Context: an optimization exercise on an open-source flow, tuned for small area and a short achievable clock period. The choices shown serve that exercise and are no tape-out recipe.
At most, simulation tests tie the RTL to the original design; equivalence was not proved.
No functional check of the RTL was part of run 5.
Power figures rest on the tool's default switching activity, not on a simulated workload.

## flow/design.v (module list and top-level ports; edited modules follow where they fit)
// module pipe_mult: 7 lines
// module delay_line: 14 lines
// module barrett_cfg: 63 lines
// module barrett_reduce: 4508 lines
// module barrett_top: 47 lines
module barrett_top (
  input  logic        clk_i,
  input  logic        rst_ni,
  input  logic        cfg_we_i,
  input  logic [47:0] cfg_i,         
  input  logic        in_valid_i,
  input  logic [35:0] in_i,          
  output logic        out_valid_o,
  output logic [19:0] out_o          
);
  // ...
==> flow/flow/run.sh <==
#!/bin/bash
# The standard layout, with plain buf_1 cells (not clkdlybuf4s50_1) as the
# port buffers that ORFS inserts before global placement. make's full output
# goes to standard.log; each ORFS step also keeps its own log under orfs/logs.
set -euo pipefail
export BUFFER_PORTS_ARGS="-buffer_cell sky130_fd_sc_hd__buf_1"
bash standard.sh > standard.log 2>&1
==> flow/standard.sh <==
#!/bin/bash
# synth_recipe.tcl (not shown) runs the flow's synth.tcl, then flattens the netlist and writes it again
# the make line also repeats each setting of config.mk as NAME=value (left out here)
make -C /OpenROAD-flow-scripts/flow DESIGN_CONFIG=/design/flow/config.mk WORK_HOME=/design/flow/orfs CLKGATE_MAP_FILE= SYNTH_SCRIPT=/design/flow/synth_recipe.tcl "${@:-finish}"
==> flow/config.mk <==
export PLATFORM = sky130hd
export DESIGN_NAME = barrett_top
export DESIGN_NICKNAME = barrett_top
export VERILOG_FILES = /design/flow/design.v
export SDC_FILE = /design/flow/constraint.sdc
export NUM_CORES = 4
export LEC_CHECK = 0
export CAP_MARGIN = 20
export CORE_MARGIN = 2
export CORE_UTILIZATION = 65
export CTS_BUF_LIST = sky130_fd_sc_hd__clkbuf_16
export CTS_CLUSTER_DIAMETER = 60
export CTS_CLUSTER_SIZE = 30
export PLACE_DENSITY = 0.75
export SETUP_SLACK_MARGIN = 4.1
export SLEW_MARGIN = 20
==> flow/constraint.sdc <==
create_clock -name core_clock -period 7.0 [get_ports {clk_i}]
set_input_delay 1.4000 -clock core_clock [delete_from_list [all_inputs] [get_ports {clk_i}]]
set_output_delay 1.4000 -clock core_clock [all_outputs]
set_load 0.01 [all_outputs]
==> results.ini, run 1 <==
[status]
run_status=timing/DRC/antenna clean

[worst_setup_path]
path_cells=clkinv_4, ha_1, a21oi_2, o21ai_0, a21o_1, a31oi_4, o221ai_4, xnor2_2, buf_4, buf_6, buf_6, mux2i_1, mux2i_1
critPathBufInv=4
end_kind=flop
required_ps=7440

[sta]
hold_viol_final=0
setup_ws_ps=4030
rsz0062_at_grt=true

[routing]
via_per_inst=5.96
route.detailed.drc=0

[logic_synthesis]
synthAdderAreaFrac_pct=21.8
yosysTopAreaCell=dfxtp_1
yosysMostFrequentCell=dfxtp_1
synth_top_family_by_area=adder cells
synth_xor_area_share_pct=12.4

[placed_design]
io_buffer_count=94
dp_hpwl_um=32900
place.gp.congestion=0.957

[global_routing]
grt_usage_pct=29.7
busiest_layer=met2
grt.met2_usage_pct=47.9

[power_and_ir_drop]
seqPwrFrac_pct=24.7
internal_power_mw=7.43
p_per_area_nw_per_um2=582
combinationalPowerShare_pct=61.8

[clock_tree]
holdBufCountCts=0
clockRootBuffer=clkbuf_16
ctsLongestPathBuffers=3
clk_latency_ps=580

[worst_hold_path]
hold-path-endpoint=barrett_reduce_i.s3_xl_1105_q$_DFF_P_

[final_layout]
inverters=235

==> inputs of run 2 (changes only) <==
==> flow/config.mk (replaced) <==
export PLATFORM = sky130hd
export DESIGN_NAME = barrett_top
export DESIGN_NICKNAME = barrett_top
export VERILOG_FILES = /design/flow/design.v
export SDC_FILE = /design/flow/constraint.sdc
export NUM_CORES = 4
export LEC_CHECK = 0
export CAP_MARGIN = 10
export CORE_MARGIN = 2
export CORE_UTILIZATION = 65
export CTS_BUF_LIST = sky130_fd_sc_hd__clkbuf_8
export CTS_CLUSTER_DIAMETER = 45
export CTS_CLUSTER_SIZE = 20
export PLACE_DENSITY = 0.75
export SETUP_SLACK_MARGIN = 4.1
export SLEW_MARGIN = 10
==> results.ini, run 2 <==
[logic_synthesis]
synthDistinctLibCells=75
yosysMostFrequentCell=dfxtp_1
syn_area_per_cell_um2=10.6
yosysTopAreaCell=dfxtp_1
netlist_instances=1868
netlist_top_cells_area=dfxtp_1, fa_1, xnor2_1, edfxtp_1, a22oi_1
synth_commonest_cells=dfxtp_1, inv_1, xnor2_1, a22oi_1, fa_1
synthArstFlopShare_pct=1.82
netlist_area_um2=19700
yosysTopAreaCellShare_pct=28.1
synth_warnings=2
synthFlopType=dfxtp_1
yosysSeqAreaShare_pct=35.9
synth_edf_count=46
synth_nets=2206
ys_seq_elements=329

[final_layout]
nFillCells=2001
largestRegisters=barrett_cfg_i.q_o x16, barrett_reduce_i.r_o x16
layout-drive-gt1-share_pct=15.0
utilization_pct=75.1
mostFrequentLayoutCell=dfxtp_1
final_nets=2316
final_cell_mix=dfxtp_1, inv_1, xnor2_1, a22oi_1, fa_1
area_growth_pct=13.4

[worst_setup_path]
required_ps=7430  ; about the same
slowest_stage=edfxtp_1
slowest_delay_ps=520
end_kind=flop
crit_family=compound AO/OA/AOI/OAI gates
crit_arrival_ps=3490
critPathKind=flop to flop
critPathBufInv=2  ; -2
cp-start-kind=flop
path_cells=buf_6, fa_2, nor2b_4, o31ai_4, a21oi_4, a31oi_4, o221ai_4, xnor2_2, buf_6, mux2_4, mux2_4
worstPathMaxFanout=7
r2r_start=barrett_cfg_i.q_o[1]$_DFFE_PP_
critPathLaunch=barrett_cfg_i.q_o[1]$_DFFE_PP_

[global_routing]
grt_usage_pct=29.9  ; +0.18 points
use_met1_pct=39.9
grt_pass1_wl_um=73700
grt_pass1_vias=14000
use_met3_pct=7.97
antenna_found_initial=2
busiest_layer=met2
gr-total-overflow=0
grt.met2_usage_pct=47.4  ; -0.57 points
grt_max_degree=47

[routing]
route.detailed.drc=0  ; unchanged
routed_wirelength_um=47600
drt_iter0_drc=1311
drtPass1Iterations=6
wl_per_cell_um=19.9
via_per_inst=5.87  ; -1.5%
vias=14100
postRouteAntennaNets=0

[clock_tree]
cts_buffers=37
cts_tree=built
holdBufCountCts=0  ; unchanged
clock-sinks=329
clk_latency_ps=580  ; about the same
path_clk_slew_ps=110
htreeDepth=2
ctsLongestPathBuffers=3  ; unchanged
clockRootBuffer=clkbuf_8

[power_and_ir_drop]
seqPwrFrac_pct=25.2  ; +0.5 points
p_clk_share_pct=11.7
p_per_area_nw_per_um2=575  ; -1.2%
max-vdd-ir-drop_mv=0.294
internal_power_mw=7.32  ; -1.5%
leakage_nw=9.48
p_sw_mw=5.56
combinationalPowerShare_pct=63.1  ; +1.3 points
swShare_pct=43.2
power_mw=12.9

[sta]
hold_viol_final=0  ; unchanged
rsz0062_at_grt=true
finalClockSkew_ps=36.9
slew_headroom_pct=40.0
setup_ws_ps=3940  ; -91.9 ps
fmax_mhz=327
period_share_pct=43.7
slew_violations=0
whs_ps=321
fin_crit_ps=3060
tightest_slew_ps=900
setup_viol=0
tns_ps=0

[worst_hold_path]
min_from=barrett_reduce_i.s1_tag_19_q$_DFF_P_
hp-class=flop to flop

[die]
die_w_um=178
pin_count=109
dieArea_um2=31800
die_y_um=178
start_util_pct=66.2
row_count=63
coreArea_um2=29800

[placed_design]
io_buffer_count=94  ; unchanged
dp_hpwl_um=33000  ; +0.21%
place.gp.congestion=0.957  ; unchanged
dp_slack_ps=2890

[status]
run_status=timing/DRC/antenna clean

[job]
maxCapViolations=0

## run 2: cell counts after synthesis
No cell type changed its count.
## run 2: cell families (layout without fill, tap and decap cells)
group                    count (synthesis)  after routing  synth area share [%]
AO/OA/AOI/OAI                          376            376                  13.6
XOR/XNOR                               278            278                  12.4
adder cells (fa/ha/maj)                250            250                  21.8
buffers and inverters                  347            484                  6.71
flip-flops                             329            329                  35.9
multiplexers                            71             71                  4.34
other                                    0              3                     0
AND/OR/NAND/NOR                        217            218                  5.34
## run 2: area by class of cell
| cell class | count | area [um2] | area share, % |
|---|---|---|---|
| Antenna cell | 3 | 7.51 | 0.0336 |
| Timing Repair Buffer | 182 | 1130 | 5.05 |
| Multi-Input combinational cell | 1193 | 11800 | 52.9 |
| Tap cell | 390 | 488 | 2.18 |
| Clock buffer | 38 | 523 | 2.34 |
| Sequential cell | 329 | 7110 | 31.8 |
| Inverter | 235 | 921 | 4.12 |
| Clock inverter | 29 | 370 | 1.66 |
## run 2: through the flow
stage,cells,instance area [um2]
after detailed placement,2247,20200
after CTS,2363,21800
after floorplan,1868,19900
final,2399,22400
after global placement,2247,20200
after global routing,2396,22400
## run 2: routing by layer
metal	routed length, um	vias to the layer above
li1	-	6493
met1	19500	6852
met2	22100	615
met3	4450	121
met4	1610	2
met5	13	-
## run 2: power by group through the flow
stage,registers [mW],logic (mW),clock network [mW]
final,3.24,8.13,1.51
after global routing,3.30,9.03,1.62
after CTS,3.22,7.47,1.54
after detailed placement,3.27,6.74,0
after global placement,3.25,6.45,0
after floorplan,2.93,5.35,0
## run 2: worst paths after layout
| path | end | slack [ps] | cells after the start |
|---|---|---|---|
| worst max-delay path | barrett_reduce_i.r_o[11]$_DFF_P_ | 3940 | 11 |
| worst min-delay path | barrett_reduce_i.s2_tag_802_q$_DFF_P_ | 320 | 0 |
| worst max register to register | barrett_reduce_i.r_o[11]$_DFF_P_ | 3940 | 11 |
| worst min register to register | barrett_reduce_i.s2_tag_802_q$_DFF_P_ | 320 | 0 |
| max in group asynchronous | barrett_reduce_i.v_q[4]$_DFF_PN0_ | 6070 | 1 |
| min in group asynchronous | barrett_reduce_i.v_q[1]$_DFF_PN0_ | 700 | 1 |
## run 2: timing repair
action	in CTS	in global routing
gates cloned	1	0
endpoints found under the setup margin	56	48
pin swaps	29	33
hold endpoints to repair	0	0
buffers inserted	48	32
gates resized for setup	65	64
==> inputs of run 3 (changes only) <==
--- a/flow/config.mk
+++ b/flow/config.mk
@@ -7,3 +7,3 @@
 export LEC_CHECK = 0
-export CAP_MARGIN = 10
+export CAP_MARGIN = 20
 export CORE_MARGIN = 2
@@ -15,2 +15,2 @@
 export SETUP_SLACK_MARGIN = 4.1
-export SLEW_MARGIN = 10
+export SLEW_MARGIN = 20
==> results.ini, run 3 <==
[logic_synthesis]
netlist_top_cells_area=dfxtp_1, fa_1, xnor2_1, edfxtp_1, a22oi_1
synth_edf_count=46  ; unchanged
netlist_area_um2=19700  ; unchanged
synthDistinctLibCells=75  ; unchanged
yosysSeqAreaShare_pct=35.9  ; unchanged
synthFlopType=dfxtp_1
synth_nets=2206  ; unchanged
synth_warnings=2  ; unchanged
synth_commonest_cells=dfxtp_1, inv_1, xnor2_1, a22oi_1, fa_1
yosysMostFrequentCell=dfxtp_1
synthArstFlopShare_pct=1.82  ; unchanged
yosysTopAreaCellShare_pct=28.1  ; unchanged
syn_area_per_cell_um2=10.6  ; unchanged
ys_seq_elements=329  ; unchanged
yosysTopAreaCell=dfxtp_1
netlist_instances=1868  ; unchanged

[die]
die_y_um=178  ; unchanged
coreArea_um2=29800  ; unchanged
row_count=63  ; unchanged
dieArea_um2=31800  ; unchanged
start_util_pct=66.2  ; unchanged
pin_count=109  ; unchanged
die_w_um=178  ; unchanged

[placed_design]
io_buffer_count=94  ; unchanged
place.gp.congestion=0.957  ; unchanged
dp_hpwl_um=32900  ; -0.21%

[clock_tree]
clk_latency_ps=560  ; -20 ps
cts_buffers=36  ; -2.7%
clockRootBuffer=clkbuf_8
htreeDepth=2  ; unchanged
ctsLongestPathBuffers=3  ; unchanged
clock-sinks=329  ; unchanged
cts_tree=built
path_clk_slew_ps=80  ; -30 ps
holdBufCountCts=0  ; unchanged

[routing]
route.detailed.drc=0  ; unchanged
wl_per_cell_um=19.7  ; -0.88%
vias=14000  ; -0.62%
routed_wirelength_um=46900  ; -1.6%
drt_iter0_drc=1117  ; -15%
via_per_inst=5.88  ; +0.13%
postRouteAntennaNets=0  ; unchanged
drtPass1Iterations=6  ; unchanged

[power_and_ir_drop]
max-vdd-ir-drop_mv=0.296  ; +0.70%
p_per_area_nw_per_um2=572  ; -0.56%
leakage_nw=9.39  ; -0.96%

[worst_setup_path]
critPathKind=flop to flop
end_kind=flop
crit_arrival_ps=3410  ; -80 ps
worstPathMaxFanout=3  ; -4
required_ps=7440  ; about the same
cp-start-kind=flop

[sta]
fmax_mhz=337  ; +3.0%
period_share_pct=42.4  ; -1.3 points
tightest_slew_ps=754  ; -146 ps
slew_headroom_pct=49.7  ; +9.8 points
fin_crit_ps=2970  ; -90.4 ps
setup_viol=0  ; unchanged
rsz0062_at_grt=true
hold_viol_final=0  ; unchanged
slew_violations=0  ; unchanged
tns_ps=0  ; unchanged
finalClockSkew_ps=42.8  ; +5.90 ps

[final_layout]
insertedDiodeCount=0  ; -3
nFillCells=2077  ; +3.8%
final_nets=2304  ; -0.52%
largestRegisters=barrett_cfg_i.q_o x16, barrett_reduce_i.r_o x16
mostFrequentLayoutCell=dfxtp_1
utilization_pct=74.5  ; -0.63 points
layout-drive-gt1-share_pct=14.4  ; -0.59 points
area_growth_pct=12.4
final_cell_mix=dfxtp_1, inv_1, xnor2_1, a22oi_1, fa_1

[global_routing]
antenna_found_initial=1  ; -1
grt_pass1_vias=13800  ; -1.1%
grt_max_degree=47  ; unchanged
gr-total-overflow=0  ; unchanged
grt_usage_pct=29.7  ; -0.22 points
grt_pass1_wl_um=73200  ; -0.74%

[worst_hold_path]
hp-class=flop to flop

[job]
maxCapViolations=0  ; unchanged

[status]
run_status=timing/DRC/antenna clean

[run 3: changes by cell type in the layout (fill, tap and decap cells not counted), sizes merged]
cell      change
buf          -10
bufinv        +1
clkinv        +3
clkinvlp      -5
diode         -3
inv           -3
nand3b        -1
[run 3: per-stage QoR]
step | hold WS (ps) | power [mW] | instances | cell area (um2) | setup WS (ps)
global placement | 310 | 9.70 | 2247 | 20200 | 2970
detailed placement | 312 | 10.0 | 2247 | 20200 | 2890
CTS | 332 | 12.1 | 2358 | 21700 | 4010
finish | 331 | 12.7 | 2381 | 22200 | 4030
floorplan | 310 | 8.28 | 1868 | 19900 | 4110
global route | 336 | 13.8 | 2381 | 22200 | 3960
[run 3: metal layers]
layer	track usage [%]	up-vias	part of all wire, %
met5	0	-	0.038
met2	47.8	630	46
met3	6.35	123	8.7
li1	-	6444	-
met4	9.35	2	3.3
met1	40.3	6796	42
[run 3: worst paths after layout]
kind | startpoint | endpoint | slack [ps] | depth (start not counted)
max in group asynchronous | rst_ni | barrett_reduce_i.v_q[2]$_DFF_PN0_ | 6050 | 1
min in group asynchronous | rst_ni | barrett_reduce_i.v_q[0]$_DFF_PN0_ | 720 | 1
worst max-delay path | barrett_reduce_i.s2_cols_811_q$_DFF_P_ | barrett_reduce_i.s3_qh_1130_q$_DFF_P_ | 4030 | 10
worst min-delay path | barrett_reduce_i.s1_tag_19_q$_DFF_P_ | barrett_reduce_i.s2_tag_802_q$_DFF_P_ | 330 | 0
worst min register to register | barrett_reduce_i.s1_tag_19_q$_DFF_P_ | barrett_reduce_i.s2_tag_802_q$_DFF_P_ | 330 | 0
worst max register to register | barrett_reduce_i.s2_cols_811_q$_DFF_P_ | barrett_reduce_i.s3_qh_1130_q$_DFF_P_ | 4030 | 10
[run 3: power by group]
part	internal, mW	total (mW)	switching (mW)
clock network	0.756	1.48	0.720
logic	3.86	7.98	4.12
registers	2.65	3.23	0.583
total	7.27	12.7	5.43
[run 3: layout make-up]
| type | instances | area, um2 | area share (%) |
|---|---|---|---|
| inverter | 235 | 921 | 4.15 |
| clock inverter | 25 | 329 | 1.48 |
| tap | 390 | 488 | 2.20 |
| timing repair buffer | 172 | 1020 | 4.61 |
| sequential | 329 | 7110 | 32.0 |
| multi-input combinational | 1192 | 11800 | 53.2 |
| clock buffer | 38 | 523 | 2.36 |
[run 3: cell families (layout without fill, tap and decap cells)]
| family | after synthesis | count (layout) | synth area share, % |
|---|---|---|---|
| AO/OA/AOI/OAI | 376 | 376 | 13.6 |
| buffers and inverters | 347 | 470 | 6.71 |
| flip-flops | 329 | 329 | 35.9 |
| XOR/XNOR | 278 | 278 | 12.4 |
| adder cells (fa/ha/maj) | 250 | 250 | 21.8 |
| AND/OR/NAND/NOR | 217 | 217 | 5.34 |
| multiplexers | 71 | 71 | 4.34 |
[run 3: worst max-delay path, cell delays in order (launching register included)]
cell      delay (ps)
dfxtp_2          330
inv_2             40
fa_1             540
inv_2             50
ha_4             260
nand3_4           70
a221oi_4         360
a31oi_4          150
o31ai_4          290
a311o_1          330
fa_1             460
[run 3: what timing repair did]
item / 4_1_cts / 5_1_grt
pin swaps: 28 / 30
setup endpoints to repair: 58 / 49
gates resized for setup: 65 / 56
buffers inserted: 48 / 23
==> inputs of run 4 (changes only) <==
--- a/flow/config.mk
+++ b/flow/config.mk
@@ -14,3 +14,3 @@
 export PLACE_DENSITY = 0.75
-export SETUP_SLACK_MARGIN = 4.1
+export SETUP_SLACK_MARGIN = 4.0
 export SLEW_MARGIN = 20
==> results.ini, run 4 <==
[final_layout]
largestRegisters=barrett_cfg_i.q_o x16, barrett_reduce_i.r_o x16
finalInstanceArea_um2=21900  ; -1.3%
layout-drive-gt1-share_pct=13.2  ; -1.2 points
area_growth_pct=11.0
utilization_pct=73.5  ; -0.93 points
mostFrequentLayoutCell=dfxtp_1
final_nets=2286  ; -0.78%
final_cell_mix=dfxtp_1, inv_1, xnor2_1, a22oi_1, fa_1
insertedDiodeCount=0  ; unchanged

[routing]
routed_wirelength_um=45900  ; -2.1%
drtPass1Iterations=6  ; unchanged
drt_iter0_drc=1134  ; +1.5%
vias=13800  ; -1.4%
postRouteAntennaNets=0  ; unchanged
route.detailed.drc=0  ; unchanged
wl_per_cell_um=19.4  ; -1.6%
via_per_inst=5.83  ; -0.86%

[worst_setup_path]
reg2regPathDepth=11  ; +1
worstPathMaxFanout=3  ; unchanged
end_kind=flop
crit_family=compound AO/OA/AOI/OAI gates
cp-start-kind=flop
critPathKind=flop to flop
crit_top_cell=o21ai_2
path_cells=fa_1, ha_4, o21a_1, o21ai_2, a211oi_2, o21a_2, o31a_1, nor2_2, o21ai_2, fa_2, xnor2_2
critPathBufInv=0  ; -2
slowest_delay_ps=570  ; +30 ps
crit_arrival_ps=3520  ; +110 ps
cp.depth=11  ; +1
required_ps=7430  ; about the same
slowest_stage=fa_1

[logic_synthesis]
synthDistinctLibCells=75  ; unchanged
synthSimpleGateAreaFrac_pct=5.34  ; unchanged
syn_area_per_cell_um2=10.6  ; unchanged
synth_commonest_cells=dfxtp_1, inv_1, xnor2_1, a22oi_1, fa_1
yosysSeqAreaShare_pct=35.9  ; unchanged
synth_compound_gate_area_share_pct=13.6  ; unchanged
synth_warnings=2  ; unchanged
synth_top_family_by_area=adder cells
yosysTopAreaCell=dfxtp_1
ys_seq_elements=329  ; unchanged
netlist_top_cells_area=dfxtp_1, fa_1, xnor2_1, edfxtp_1, a22oi_1
synth_nets=2206  ; unchanged
synth_xor_area_share_pct=12.4  ; unchanged
muxShareOfSynthArea_pct=4.34  ; unchanged
synthAdderAreaFrac_pct=21.8  ; unchanged
synthArstFlopShare_pct=1.82  ; unchanged
netlist_area_um2=19700  ; unchanged
yosysTopAreaCellShare_pct=28.1  ; unchanged
yosysMostFrequentCell=dfxtp_1
netlist_instances=1868  ; unchanged
synth_edf_count=46  ; unchanged
synthFlopType=dfxtp_1

[power_and_ir_drop]
leakage_nw=9.27  ; -1.3%
max-vdd-ir-drop_mv=0.289  ; -2.3%
p_per_area_nw_per_um2=566  ; -1.1%

[die]
pin_count=109  ; unchanged
start_util_pct=66.2  ; unchanged
die_w_um=178  ; unchanged
dieArea_um2=31800  ; unchanged
die_y_um=178  ; unchanged
row_count=63  ; unchanged
coreArea_um2=29800  ; unchanged

[sta]
fin_crit_ps=3090  ; +118 ps
rsz0062_at_grt=true
setup_viol=0  ; unchanged
tns_ps=0  ; unchanged
period_share_pct=44.1  ; +1.7 points
tightest_slew_ps=791  ; +37.1 ps
whs_ps=329  ; -2.03 ps
hold_viol_final=0  ; unchanged
setup_ws_ps=3910  ; -118 ps
fmax_mhz=324  ; -3.8%
slew_violations=0  ; unchanged
slew_headroom_pct=47.2  ; -2.5 points
finalClockSkew_ps=40.6  ; -2.17 ps

[worst_hold_path]
hold_depth=0  ; unchanged
hp-class=flop to flop

[clock_tree]
cts_tree=built
ctsLongestPathBuffers=3  ; unchanged
htreeDepth=2  ; unchanged
clock-sinks=329  ; unchanged
clockRootBuffer=clkbuf_8
cts_buffers=38  ; +5.6%
path_clk_slew_ps=100  ; +20 ps
clk_latency_ps=580  ; +20 ps

[placed_design]
place_area_um2=20200  ; -0.22%
place.gp.congestion=0.931  ; -2.7%
dp_slack_ps=2840  ; -56.9 ps
io_buffer_count=94  ; unchanged
dp_hpwl_um=32800  ; -0.52%

[global_routing]
grt_pass1_wl_um=71900  ; -1.8%
antenna_found_initial=1  ; unchanged
grt_pass1_vias=13600  ; -1.7%
gr-total-overflow=0  ; unchanged
grt_usage_pct=29.3  ; -0.41 points
grt_max_degree=47  ; unchanged

[job]
maxCapViolations=0  ; unchanged

[status]
run_status=timing/DRC/antenna clean

## run 4: cell counts after synthesis
No cell type changed its count.
## run 4: power breakdown
| group | internal [mW] | switching (mW) |
|---|---|---|
| Sequential | 2.65 | 0.588 |
| Clock | 0.657 | 0.820 |
| Combinational | 3.63 | 4.05 |
| Total | 6.94 | 5.46 |
## run 4: final timing paths
path,start,end,slack (ps)
worst max-delay path,barrett_reduce_i.s4_cols_1597_q$_DFF_P_,barrett_reduce_i.s5_r_1853_q$_DFF_P_,3910
worst min-delay path,barrett_reduce_i.s1_tag_22_q$_DFF_P_,barrett_reduce_i.s2_tag_805_q$_DFF_P_,330
worst max register to register,barrett_reduce_i.s4_cols_1597_q$_DFF_P_,barrett_reduce_i.s5_r_1853_q$_DFF_P_,3910
worst min register to register,barrett_reduce_i.s1_tag_22_q$_DFF_P_,barrett_reduce_i.s2_tag_805_q$_DFF_P_,330
max in group asynchronous,rst_ni,barrett_reduce_i.v_q[1]$_DFF_PN0_,6070
min in group asynchronous,rst_ni,barrett_reduce_i.v_q[5]$_DFF_PN0_,700
## run 4: cell families (layout without fill, tap and decap cells)
family	Yosys count	count (layout)
compound gates	376	376
buf+inv	347	456
flops	329	329
xor+xnor	278	278
fa+ha+maj	250	250
simple gates	217	218
mux	71	71
## run 4: stage by stage
step                      power (mW)  instances
after floorplan                 8.25       1868
after global placement          9.67       2246
after detailed placement        9.95       2246
after CTS                       11.9       2352
after global routing            13.5       2368
final                           12.4       2368
## run 4: layout make-up
class / count / area (um2)
multi-input combinational: 1193 / 11700
fill: 2060 / 7890
sequential: 329 / 7100
inverter: 235 / 910
timing repair buffer: 151 / 805
clock buffer: 41 / 564
tap: 390 / 488
clock inverter: 29 / 314
## run 4: metal layers
layer,global-route usage [%],part of all wire (%)
met3,6.16,9.3
met4,12.1,3.7
met1,40.7,42
met5,0,0.031
met2,44.7,45
## run 4: what timing repair did
item,4_1_cts,5_1_grt
buffers inserted,35,16
pin swaps,16,33
cloned,1,0
endpoints found under the setup margin,49,45
hold buffers,0,0
gates resized for setup,40,56
## run 4: worst reg2reg max path, cell delays in order, from the launching register on
cell and delay, ps:
dfxtp_2 340, fa_1 570, ha_4 210, o21a_1 140, o21ai_2 260, a211oi_2 150, o21a_2 260, o31a_1 270
nor2_2 140, o21ai_2 90, fa_2 380, xnor2_2 140
==> module barrett_cfg, before the edit <==
module barrett_cfg (
  input  logic        clk_i,
  input  logic        cfg_we_i,
  input  logic [15:0] q_i,
  input  logic [31:0] mu_i,
  output logic [3:0]  s_o,
  output logic [15:0] q_o,
  output logic [8:0]  m1_one_o,
  output logic [8:0]  m1_two_o,
  output logic [7:0]  m1_neg_o,
  output logic [8:0]  m2_one_o,
  output logic [7:0]  m2_two_o,
  output logic [7:0]  m2_neg_o
);
  logic [3:0]  s_calc;
  logic [18:0] mb;    
  logic [18:0] qb;    
  logic [8:0]  m1_one, m1_two, m1_neg, m2_one, m2_two;
  logic       z8, z4h, z4l;
  logic [3:0] t;    
  logic [7:0] u;    
  assign z8  = ~|q_i[15:8];
  assign z4h = ~|q_i[15:12];
  assign z4l = ~|q_i[7:4];
  always_comb begin
    for (int i = 0; i < 4; i++) t[i] = ~|q_i[4*i+3 -: 2];
    for (int i = 0; i < 8; i++) u[i] = ~q_i[2*i+1];
  end
  assign s_calc[3] = z8;
  assign s_calc[2] = z8 ? z4l : z4h;
  assign s_calc[1] = z8 ? (z4l ? t[0] : t[1]) : (z4h ? t[2] : t[3]);
  assign s_calc[0] = z8 ? (z4l ? (t[0] ? u[0] : u[1]) : (t[1] ? u[2] : u[3]))
                        : (z4h ? (t[2] ? u[4] : u[5]) : (t[3] ? u[6] : u[7]));
  assign mb = {1'b0, (mu_i[17] ? 17'h1ffff : mu_i[16:0]), 1'b0};
  assign qb = {2'b00, q_o, 1'b0};
  always_comb begin
    for (int i = 0; i < 9; i++) begin
      m1_one[i] = mb[2*i+1] ^ mb[2*i];
      m1_two[i] = (mb[2*i+2] & ~mb[2*i+1] & ~mb[2*i])
                | (~mb[2*i+2] & mb[2*i+1] & mb[2*i]);
      m1_neg[i] = mb[2*i+2];
      m2_one[i] = qb[2*i+1] ^ qb[2*i];
      m2_two[i] = (qb[2*i+2] & ~qb[2*i+1] & ~qb[2*i])
                | (~qb[2*i+2] & qb[2*i+1] & qb[2*i]);
    end
  end
  always_ff @(posedge clk_i) begin
    if (cfg_we_i) begin
      s_o      <= s_calc;
      q_o      <= q_i;
      m1_one_o <= m1_one;
      m1_two_o <= m1_two;
      m1_neg_o <= m1_neg[7:0];
    end
  end
  always_ff @(posedge clk_i) begin
    m2_one_o <= m2_one;
    m2_two_o <= m2_two[7:0];
  end
  always_comb begin
    for (int i = 0; i < 8; i++) m2_neg_o[i] = ~q_o[2*i+1];
  end
endmodule
==> module barrett_top, before the edit <==
module barrett_top (
  input  logic        clk_i,
  input  logic        rst_ni,
  input  logic        cfg_we_i,
  input  logic [47:0] cfg_i,         
  input  logic        in_valid_i,
  input  logic [35:0] in_i,          
  output logic        out_valid_o,
  output logic [19:0] out_o          
);
  logic [3:0]  cfg_s;
  logic [15:0] cfg_q;
  logic [8:0]  m1_one, m1_two, m2_one;
  logic [7:0]  m1_neg, m2_two, m2_neg;
  barrett_cfg barrett_cfg_i (
    .clk_i    (clk_i),
    .cfg_we_i (cfg_we_i),
    .q_i      (cfg_i[47:32]),
    .mu_i     (cfg_i[31:0]),
    .s_o      (cfg_s),
    .q_o      (cfg_q),
    .m1_one_o (m1_one),
    .m1_two_o (m1_two),
    .m1_neg_o (m1_neg),
    .m2_one_o (m2_one),
    .m2_two_o (m2_two),
    .m2_neg_o (m2_neg)
  );
  barrett_reduce barrett_reduce_i (
    .clk_i       (clk_i),
    .rst_ni      (rst_ni),
    .s_i         (cfg_s),
    .q_i         (cfg_q),
    .m1_one_i    (m1_one),
    .m1_two_i    (m1_two),
    .m1_neg_i    (m1_neg),
    .m2_one_i    (m2_one),
    .m2_two_i    (m2_two),
    .m2_neg_i    (m2_neg),
    .in_valid_i  (in_valid_i),
    .x_i         (in_i[35:4]),
    .tag_i       (in_i[3:0]),
    .out_valid_o (out_valid_o),
    .r_o         (out_o[19:4]),
    .tag_o       (out_o[3:0])
  );
endmodule
==> inputs of run 5 (changes only) <==
--- a/flow/design.v
+++ b/flow/design.v
@@ -50,2 +50,3 @@
   output logic [15:0] q_o,
+  output logic [15:0] qf_o,
   output logic [8:0]  m1_one_o,
@@ -99,2 +100,3 @@
   always_ff @(posedge clk_i) begin
+    qf_o     <= q_o;    
     m2_one_o <= m2_one;
@@ -4629,3 +4631,3 @@
   logic [3:0]  cfg_s;
-  logic [15:0] cfg_q;
+  logic [15:0] cfg_q, cfg_qf;
   logic [8:0]  m1_one, m1_two, m2_one;
@@ -4639,2 +4641,3 @@
     .q_o      (cfg_q),
+    .qf_o     (cfg_qf),
     .m1_one_o (m1_one),
@@ -4650,3 +4653,3 @@
     .s_i         (cfg_s),
-    .q_i         (cfg_q),
+    .q_i         (cfg_qf),
     .m1_one_i    (m1_one),
--- a/flow/config.mk
+++ b/flow/config.mk
@@ -14,3 +14,3 @@
 export PLACE_DENSITY = 0.75
-export SETUP_SLACK_MARGIN = 4.0
+export SETUP_SLACK_MARGIN = 4.1
 export SLEW_MARGIN = 20
==> results.ini, run 5 <==
[sta]
slew_headroom_pct=46.0  ; -1.2 points
fmax_mhz=323  ; -0.40%
rsz0062_at_grt=true
period_share_pct=44.2  ; +0.18 points
setup_viol=0  ; unchanged
fin_crit_ps=3100  ; +12.3 ps
whs_ps=321  ; -7.81 ps
hold_viol_final=0  ; unchanged
tightest_slew_ps=810  ; +18.7 ps
slew_violations=0  ; unchanged
tns_ps=0  ; unchanged
finalClockSkew_ps=24.5  ; -16.1 ps

[power_and_ir_drop]
power_mw=12.2  ; -1.3%
internal_power_mw=7.07  ; +2.0%
swShare_pct=42.2  ; -1.9 points
p_per_area_nw_per_um2=555  ; -1.8%
leakage_nw=9.39  ; +1.3%
combinationalPowerShare_pct=60.7  ; -1.3 points
p_clk_share_pct=12.6  ; +0.7 points
p_sw_mw=5.16  ; -5.6%
seqPwrFrac_pct=26.8  ; +0.7 points
max-vdd-ir-drop_mv=0.310  ; +7.1%

[logic_synthesis]
muxShareOfSynthArea_pct=3.26  ; -1.1 points
synthArstFlopShare_pct=1.75  ; -0.074 points
ys_seq_elements=343  ; +4.3%
yosysMostFrequentCell=dfxtp_1
synthDistinctLibCells=69  ; -8.0%
synth_xor_area_share_pct=12.2  ; -0.20 points
synth_edf_count=46  ; unchanged
yosysTopAreaCell=dfxtp_1
netlist_instances=1893  ; +1.3%
yosysSeqAreaShare_pct=37.0  ; +1.2 points
synth_compound_gate_area_share_pct=13.3  ; -0.33 points
synthFlopType=dfxtp_1
netlist_top_cells_area=dfxtp_1, fa_1, xnor2_1, edfxtp_1, a22oi_1
yosysTopAreaCellShare_pct=29.3  ; +1.2 points
syn_area_per_cell_um2=10.5  ; -0.68%
synth_warnings=2  ; unchanged
synth_top_family_by_area=adder cells
netlist_area_um2=19900  ; +0.65%
synth_nets=2231  ; +1.1%
synth_commonest_cells=dfxtp_1, inv_1, xnor2_1, a22oi_1, fa_1
synthAdderAreaFrac_pct=21.6  ; -0.14 points
synthSimpleGateAreaFrac_pct=5.92  ; +0.58 points

[placed_design]
dp_hpwl_um=32000  ; -2.2%
place_area_um2=20400  ; +1.0%
io_buffer_count=94  ; unchanged
place.gp.congestion=0.934  ; +0.30%
numPlacedInstances=2282  ; +1.6%

[die]
die_w_um=179  ; +0.32%
pin_count=109  ; unchanged
coreArea_um2=30300  ; +1.9%
dieArea_um2=32000  ; +0.64%
die_y_um=179  ; +0.32%
row_count=64  ; +1.6%
start_util_pct=65.5  ; -0.79 points

[worst_setup_path]
slowest_delay_ps=520  ; -50 ps
critPathKind=flop to flop
slowest_stage=fa_1
crit_arrival_ps=3550  ; +30 ps
path_cells=inv_2, fa_1, inv_1, ha_1, nand4_1, a211oi_4, o31ai_4, o221ai_2, and2_4, and3_4, o21ai_2, nand2b_1, fa_2
end_kind=flop
crit_family=adder cells
required_ps=7450  ; +20 ps
worstPathMaxFanout=3  ; unchanged
cp-start-kind=flop
critPathBufInv=2  ; +2

[clock_tree]
holdBufCountCts=0  ; unchanged
cts_tree=built
clk_latency_ps=560  ; -20 ps
cts_buffers=38  ; unchanged
clock-sinks=343  ; +4.3%
ctsLongestPathBuffers=3  ; unchanged
htreeDepth=2  ; unchanged
path_clk_slew_ps=90  ; about the same
clockRootBuffer=clkbuf_8

[global_routing]
antenna_found_initial=0  ; -1
grt_max_degree=47  ; unchanged
gr-total-overflow=0  ; unchanged
grt_usage_pct=27.8  ; -1.5 points
grt_pass1_vias=13000  ; -4.6%
grt_pass1_wl_um=69200  ; -3.7%

[final_layout]
seq_area_um2=7390  ; +4.1%
insertedDiodeCount=0  ; unchanged
final_cell_mix=dfxtp_1, inv_1, xnor2_1, a22oi_1, fa_1
final_nets=2318  ; +1.4%
nFillCells=2233  ; +8.4%
area_growth_pct=10.8
mostFrequentLayoutCell=dfxtp_1
final_cells=2406  ; +1.6%
largestRegisters=barrett_cfg_i.q_o x16, barrett_reduce_i.r_o x16, barrett_cfg_i.qf_o x15
multiInputGateArea_um2=11400  ; -2.7%
layout-drive-gt1-share_pct=11.8  ; -1.4 points
finalInstanceArea_um2=22000  ; +0.52%

[routing]
route.detailed.drc=0  ; unchanged
drt_iter0_drc=1009  ; -11%
wl_per_cell_um=18.3  ; -5.4%
routed_wirelength_um=44100  ; -3.9%
via_per_inst=5.65  ; -3.1%
vias=13600  ; -1.5%
drtPass1Iterations=6  ; unchanged
postRouteAntennaNets=0  ; unchanged

[job]
maxCapViolations=0  ; unchanged

[worst_hold_path]
hp-class=flop to flop

[status]
run_status=timing/DRC/antenna clean

run 5: cell types whose count changed in the layout (fill, tap and decap cells not counted), sizes merged, moves of 6 or more:
| cell | before | now |
|---|---|---|
| a21oi | 62 | 56 |
| buf | 150 | 156 |
| dfxtp | 277 | 291 |
| mux2i | 48 | 41 |
| nand2 | 78 | 84 |
| nand2b | 7 | 16 |
| nor2 | 47 | 64 |
run 5: kinds of logic (layout without fill, tap and decap cells):
group | Yosys count | count (layout)
buf+inv | 348 | 465
xor+xnor | 274 | 274
simple gates | 248 | 248
mux | 56 | 56
compound gates | 374 | 374
flops | 343 | 343
fa+ha+maj | 250 | 250
run 5: power by group through the flow:
stage	logic (mW)	registers, mW	clock network [mW]
5_1_grt	8.39	3.34	1.65
3_5_place_dp	6.57	3.32	0
6_report	7.42	3.27	1.54
3_3_place_gp	6.37	3.30	0
2_1_floorplan	5.28	3.01	0
4_1_cts	7.18	3.27	1.58
run 5: worst reg2reg max path, stage by stage (launching register included):
cell	delay [ps]
dfxtp_2	330
inv_2	30
fa_1	520
inv_1	40
ha_1	260
nand4_1	180
a211oi_4	370
o31ai_4	110
o221ai_2	230
and2_4	200
and3_4	180
o21ai_2	50
nand2b_1	80
fa_2	420
run 5: final cells by class:
class / count / share of cell area, %
well taps: 396 / 2.25
clock inverters: 27 / 1.50
multi-input cells: 1202 / 51.8
repair buffers: 157 / 4.07
inverters: 238 / 4.12
clock buffers: 43 / 2.69
flip-flops and latches: 343 / 33.6
run 5: metal layers:
layer	share of wire, %	track usage [%]	vias to the layer above
li1	-	-	6486
met1	45	40.3	6511
met2	45	42.9	528
met3	7.6	4.86	66
met4	2.4	7.96	0
met5	0	0	-
run 5: worst paths after layout:
path                            slack (ps)                                 endpoint                                    from  cells after the start
max in group asynchronous             6080        barrett_reduce_i.v_q[0]$_DFF_PN0_                                  rst_ni                      1
worst max-delay path                  3900    barrett_reduce_i.s3_qh_1130_q$_DFF_P_  barrett_reduce_i.s2_cols_811_q$_DFF_P_                     13
worst min-delay path                   320  barrett_reduce_i.s4_cols_1602_q$_DFF_P_   barrett_reduce_i.s3_xl_1100_q$_DFF_P_                      0
min in group asynchronous              690        barrett_reduce_i.v_q[4]$_DFF_PN0_                                  rst_ni                      1
worst min register to register         320  barrett_reduce_i.s4_cols_1602_q$_DFF_P_   barrett_reduce_i.s3_xl_1100_q$_DFF_P_                      0
worst max register to register        3900    barrett_reduce_i.s3_qh_1130_q$_DFF_P_  barrett_reduce_i.s2_cols_811_q$_DFF_P_                     13
run 5: what timing repair did:
action,CTS,global route
setup endpoints to repair,73,48
setup buffers,30,24
pin swaps,26,17
gates cloned,0,0
gates resized for setup,51,21
hold endpoints to repair,0,0
run 5: through the flow:
| step | util, % | setup WS [ps] |
|---|---|---|
| after floorplan | - | 3960 |
| after global placement | 67.2 | 3250 |
| after detailed placement | 67.2 | 3190 |
| after CTS | 71.6 | 3850 |
| after global routing | 72.6 | 3760 |
| final | 72.6 | 3900 |

[afterwards: timing with drivers on the ports]
How much do the figures lean on ideal ports? The routed layouts below were timed once more, with nothing changed but the port constraints.
Step 1 sets driving cells, clkbuf_16 on the clock port and buf_2 on the other inputs (assumed; they add their load-dependent delay and slew).
Step 2 times the ports against the registers' clock, not the clock port: input delays grow and output delays shrink by t, the midpoint of the rising clock arrivals with the driver on.
a / b / c = ideal ports / drivers / drivers and shift; a / b = the first two.
run | t, ns | slack for setup (ns) | hold slack, ns | worst setup path at the end | pins driven straight from the clock port
run 1 | 0.611 | 4.034 / 4.034 / 4.034 | 0.322 / 0.322 / 0.322 | register to register | 1
run 2 | 0.611 | 3.942 / 3.942 / 3.942 | 0.321 / 0.321 / 0.321 | register to register | 1
run 3 | 0.589 | 4.032 / 4.032 / 4.032 | 0.331 / 0.331 / 0.331 | register to register | 1
run 4 | 0.601 | 3.915 / 3.915 / 3.915 | 0.329 / 0.329 / 0.329 | register to register | 1
run 5 | 0.599 | 3.903 / 3.903 / 3.903 | 0.321 / 0.321 / 0.321 | register to register | 1
After both steps setup and hold are still met in every run listed.
